This is an optimization exercise on Yosys and OpenROAD, whose aim is small area, a short achievable clock period and few clock cycles, not a production implementation. Only simulation tests tie the RTL to the original design; equivalence was not proved. No activity file was given, so power comes from the tool's default toggle rates.

==> flow/design.v <==
package mtsf_pkg;
  localparam int MaxTerms   = 8;
  localparam int MaxTermLen = 32;
  localparam int LenW     = $clog2(MaxTermLen + 1);
  localparam int TermIdxW = $clog2(MaxTerms);
  localparam int ByteW   = 8;
  localparam int IndexW  = 16;
  localparam logic [ByteW-1:0] SpaceChar = 8'h20;
  localparam logic [1:0] FuncClear  = 2'd0;
  localparam logic [1:0] FuncAppend = 2'd1;
  localparam logic [1:0] FuncRecord = 2'd2;
  localparam logic [1:0] FuncEnd    = 2'd3;
  localparam int CharsW = MaxTerms * MaxTermLen * ByteW;
  localparam int LensW  = MaxTerms * LenW;
endpackage
module mtsf_query (
  input  logic                          clk_i,
  input  logic                          rst_ni,
  input  logic                          clr_i,      
  input  logic                          app_sp_i,   
  input  logic                          app_ch_i,   
  input  logic                          nxt_ch_i,   
  input  logic [7:0]                    data_i,
  output logic [mtsf_pkg::CharsW-1:0]   chars_o,
  output logic [mtsf_pkg::LensW-1:0]    lens_o,
  output logic                          overflow_o
);
  localparam int ByteW = mtsf_pkg::ByteW;
  localparam int LenW  = mtsf_pkg::LenW;
  localparam int TL    = mtsf_pkg::MaxTermLen;
  localparam int NT    = mtsf_pkg::MaxTerms;
  logic [mtsf_pkg::CharsW-1:0] chars_q;
  logic [mtsf_pkg::LensW-1:0]  lens_q;
  logic [NT-1:0]               sel_q;
  logic                        ovf_q;
  logic [NT-1:0]               full;
  logic [NT-1:0]               sel_d;
  logic [NT-1:0]               shift_q;
  always_comb begin
    sel_d = sel_q;
    if (clr_i) begin
      sel_d = NT'(1);
    end else if (app_sp_i) begin
      sel_d = {sel_q[NT-2:0], 1'b0};
    end
  end
  always_ff @(posedge clk_i or negedge rst_ni) begin
    if (!rst_ni) begin
      sel_q <= NT'(1);
      ovf_q <= 1'b0;
    end else if (clr_i) begin
      sel_q <= NT'(1);
      ovf_q <= 1'b0;
    end else if (app_sp_i) begin
      sel_q <= {sel_q[NT-2:0], 1'b0};
      if (sel_q[NT-1] || (sel_q == '0)) begin
        ovf_q <= 1'b1;
      end
    end else if (app_ch_i) begin
      if ((sel_q == '0) || ((sel_q & full) != '0)) begin
        ovf_q <= 1'b1;
      end
    end
  end
  for (genvar t = 0; t < NT; t++) begin : g_term
    logic full_d;
    assign full[t] = lens_q[t*LenW + LenW - 1];
    assign full_d  = !clr_i && (full[t] ||
                     (shift_q[t] && (lens_q[t*LenW +: LenW] == LenW'(TL - 1))));
    always_ff @(posedge clk_i or negedge rst_ni) begin
      if (!rst_ni) begin
        shift_q[t] <= 1'b0;
      end else begin
        shift_q[t] <= nxt_ch_i && sel_d[t] && !full_d;
      end
    end
    always_ff @(posedge clk_i or negedge rst_ni) begin
      if (!rst_ni) begin
        lens_q[t*LenW +: LenW] <= '0;
      end else if (clr_i) begin
        lens_q[t*LenW +: LenW] <= '0;
      end else if (shift_q[t]) begin
        lens_q[t*LenW +: LenW] <= lens_q[t*LenW +: LenW] + LenW'(1);
      end
    end
    always_ff @(posedge clk_i) begin
      if (shift_q[t]) begin
        chars_q[t*TL*ByteW +: TL*ByteW] <=
          {chars_q[t*TL*ByteW +: (TL-1)*ByteW], data_i};
      end
    end
  end
  assign chars_o    = chars_q;
  assign lens_o     = lens_q;
  assign overflow_o = ovf_q;
endmodule
module mtsf_match (
  input  logic                          clk_i,
  input  logic                          valid_i,    
  input  logic                          rec_i,      
  input  logic [7:0]                    data_i,     
  input  logic [mtsf_pkg::CharsW-1:0]   chars_i,
  input  logic [mtsf_pkg::LensW-1:0]    lens_i,
  output logic                          all_found_o
);
  localparam int ByteW = mtsf_pkg::ByteW;
  localparam int LenW  = mtsf_pkg::LenW;
  localparam int TL    = mtsf_pkg::MaxTermLen;
  logic [mtsf_pkg::MaxTerms-1:0] term_ok;
  for (genvar t = 0; t < mtsf_pkg::MaxTerms; t++) begin : g_term
    logic [TL-1:0]   cmask, start, pm_q;
    logic [TL:0]     pm_up;
    logic            seen_q;
    logic [LenW-1:0] len;
    assign len = lens_i[t*LenW +: LenW];
    logic [4:0] hi_le;
    logic [7:0] lo_le;
    for (genvar h = 0; h < 5; h++) begin : g_hi
      assign hi_le[h] = (len[5:3] <= 3'(h));
    end
    for (genvar m = 0; m < 8; m++) begin : g_lo
      assign lo_le[m] = (len[2:0] <= 3'(m));
    end
    for (genvar p = 0; p < TL; p++) begin : g_pos
      assign cmask[p] = (chars_i[(t*TL+p)*ByteW +: ByteW] == data_i);
      assign start[p] = hi_le[(p + 1) / 8] && lo_le[(p + 1) % 8];
    end
    assign pm_up = {1'b1, pm_q};
    always_ff @(posedge clk_i) begin
      if (valid_i) begin
        pm_q   <= (pm_up[TL:1] | start) & cmask;
        seen_q <= (seen_q | pm_q[0]) & rec_i;
      end
    end
    assign term_ok[t] = seen_q || pm_q[0] || (len == '0);
  end
  assign all_found_o = &term_ok;
endmodule
module multi_term_substring_filter_top (
  input  logic        clk_i,
  input  logic        rst_ni,
  input  logic        s_axis_tvalid,
  output logic        s_axis_tready,
  input  logic [7:0]  s_axis_tdata,    
  input  logic [1:0]  s_axis_tuser,    
  output logic        m_axis_tvalid,
  input  logic        m_axis_tready,
  output logic [23:0] m_axis_tdata     
);
  logic                        in_valid_q;
  logic                        in_rec_q, in_end_q, in_clr_q, in_app_sp_q, in_app_ch_q;
  logic [mtsf_pkg::ByteW-1:0]  in_data_q;    
  logic [mtsf_pkg::ByteW-1:0]  in_rbyte_q;   
  logic                        out_valid_q, out_valid_d;
  logic [1:0]                  out_res_q, out_res_d;
  logic                        skid_valid_q, skid_valid_d;
  logic [1:0]                  skid_res_q, skid_res_d;
  logic [mtsf_pkg::IndexW-1:0] idx_q, idx_d;
  logic                        rdy_d, rdy_q;
  logic                        tvalid_q, tready_q;
  logic [mtsf_pkg::IndexW-1:0] tidx_q;
  logic                        take, push, pop, take_end, take_ch;
  logic [1:0]                  res;
  logic [mtsf_pkg::CharsW-1:0] chars;
  logic [mtsf_pkg::LensW-1:0]  lens;
  logic                        overflow;
  logic                        all_found;
  assign take     = s_axis_tvalid && rdy_q;
  assign take_end = take && (s_axis_tuser == mtsf_pkg::FuncEnd);
  assign take_ch  = take && (s_axis_tuser == mtsf_pkg::FuncAppend) &&
                    (s_axis_tdata != mtsf_pkg::SpaceChar);
  assign push     = in_end_q;
  assign pop      = out_valid_q && m_axis_tready;
  assign res      = {overflow, all_found};
  always_comb begin
    out_valid_d  = out_valid_q;
    out_res_d    = out_res_q;
    skid_valid_d = skid_valid_q;
    skid_res_d   = skid_res_q;
    if (pop) begin
      out_valid_d  = skid_valid_q;
      out_res_d    = skid_res_q;
      skid_valid_d = 1'b0;
    end
    if (push) begin
      if (!out_valid_d) begin
        out_valid_d = 1'b1;
        out_res_d   = res;
      end else begin
        skid_valid_d = 1'b1;
        skid_res_d   = res;
      end
    end
  end
  assign rdy_d = !out_valid_d || (!skid_valid_d && !take_end);
  assign idx_d = pop ? idx_q + mtsf_pkg::IndexW'(1) : idx_q;
  always_ff @(posedge clk_i or negedge rst_ni) begin
    if (!rst_ni) begin
      rdy_q <= 1'b1;
    end else begin
      rdy_q <= rdy_d;
    end
  end
  always_ff @(posedge clk_i or negedge rst_ni) begin
    if (!rst_ni) begin
      in_valid_q   <= 1'b0;
      in_rec_q     <= 1'b0;
      in_end_q     <= 1'b0;
      in_clr_q     <= 1'b0;
      in_app_sp_q  <= 1'b0;
      in_app_ch_q  <= 1'b0;
      out_valid_q  <= 1'b0;
      skid_valid_q <= 1'b0;
      idx_q        <= '0;
    end else begin
      in_valid_q   <= take;
      in_rec_q     <= take && (s_axis_tuser == mtsf_pkg::FuncRecord);
      in_end_q     <= take_end;
      in_clr_q     <= take && (s_axis_tuser == mtsf_pkg::FuncClear);
      in_app_sp_q  <= take && (s_axis_tuser == mtsf_pkg::FuncAppend) &&
                      (s_axis_tdata == mtsf_pkg::SpaceChar);
      in_app_ch_q  <= take_ch;
      out_valid_q  <= out_valid_d;
      skid_valid_q <= skid_valid_d;
      idx_q        <= idx_d;
    end
  end
  always_ff @(posedge clk_i) begin
    in_data_q  <= s_axis_tdata;
    in_rbyte_q <= (s_axis_tuser == mtsf_pkg::FuncRecord) ? s_axis_tdata : mtsf_pkg::SpaceChar;
    out_res_q  <= out_res_d;
    skid_res_q <= skid_res_d;
    tvalid_q   <= out_valid_d;
    tready_q   <= rdy_d;
    tidx_q     <= idx_d;
  end
  mtsf_query u_query (
    .clk_i      (clk_i),
    .rst_ni     (rst_ni),
    .clr_i      (in_clr_q),
    .app_sp_i   (in_app_sp_q),
    .app_ch_i   (in_app_ch_q),
    .nxt_ch_i   (take_ch),
    .data_i     (in_data_q),
    .chars_o    (chars),
    .lens_o     (lens),
    .overflow_o (overflow)
  );
  mtsf_match u_match (
    .clk_i       (clk_i),
    .valid_i     (in_valid_q),
    .rec_i       (in_rec_q),
    .data_i      (in_rbyte_q),
    .chars_i     (chars),
    .lens_i      (lens),
    .all_found_o (all_found)
  );
  assign s_axis_tready = tready_q;
  assign m_axis_tvalid = tvalid_q;
  assign m_axis_tdata  = {6'd0, out_res_q, tidx_q};
endmodule
clock: 6.0 ns
lec_check: 0
cap_margin: 20
core_margin: 2
core_utilization: 70
cts_cluster_diameter: 175
cts_cluster_size: 24
setup_slack_margin: 3.6
slew_margin: 20
run.sh (not shown) runs the stock make flow with config.mk's settings and CLKGATE_MAP_FILE= SYNTH_SCRIPT=/design/flow/synth_recipe.tcl, a recipe that flattens the netlist after the stock synthesis.
The starting point finished with timing, DRC and antenna clean.
Testbench counts at the start, summed over its fixed seeds: cycles 52,612.
==> next run, changes <==
CORE_UTILIZATION = 65   (was 70)
CTS_CLUSTER_DIAMETER = 150   (was 175)
CTS_CLUSTER_SIZE = 20   (was 24)
=> The changed run completed with no timing, DRC or antenna violations. Worst setup slack is worse by 0.024 ns. Design area grows by 0.93%. Power goes up by about 5%. Routed wire length climbs by about 0.65%. Core utilization decreases by 5.1 points. Register-to-register slack hardly moves. Combinational power stays flat. Count of clock-buffer cells in the layout came out higher by 44. Worst hold slack improves by 0.064 ns. Global-route usage came out lower by 1.7 points. Critical path depth does not change.
==> next run, changes <==
CORE_UTILIZATION = 70   (was 65)
CTS_CLUSTER_DIAMETER = 175   (was 150)
CTS_CLUSTER_SIZE = 24   (was 20)
SETUP_SLACK_MARGIN = 3.7   (was 3.6)
- power is lower by a few percent
- worst setup slack improves by 0.019 ns
- die area is lower by a little under a tenth
- non-clock buffer count is higher by 14
- synthesized cell count is unchanged
- sequential share of layout area is higher by 0.39 points
- routed wire length is higher by a few percent
- final cell count is lower by a few percent

==> afterwards: timing with drivers on the ports <==
The results above use ideal ports. As a check the final layouts listed here were re-extracted and re-timed, cells and wires unchanged.
Step 1, drivers: a clkbuf_16 drives clk_i and a buf_2 each remaining input, both assumed.
Step 2 times the ports against the registers' clock, not the clock port: input delays grow and output delays shrink by t, the midpoint of the rising clock arrivals with the driver on.
a / b / c = ideal / step 1 / step 2; a / b = the first two.
| run | t (ns) | slack for setup (ns) | worst slew at a driven data input, ns |
|---|---|---|---|
| the first run | 0.825 | 3.599 / 3.521 / 2.941 | 0.05 |
| the second run | 0.847 | 3.575 / 3.495 / 2.934 | 0.04 |
| the third run | 0.830 | 3.594 / 3.515 / 2.988 | 0.05 |
After both steps every run listed still meets setup and hold. The setup slack of the first run, which loses most, moves by -0.078 ns with the drivers and by -0.658 ns with both steps.
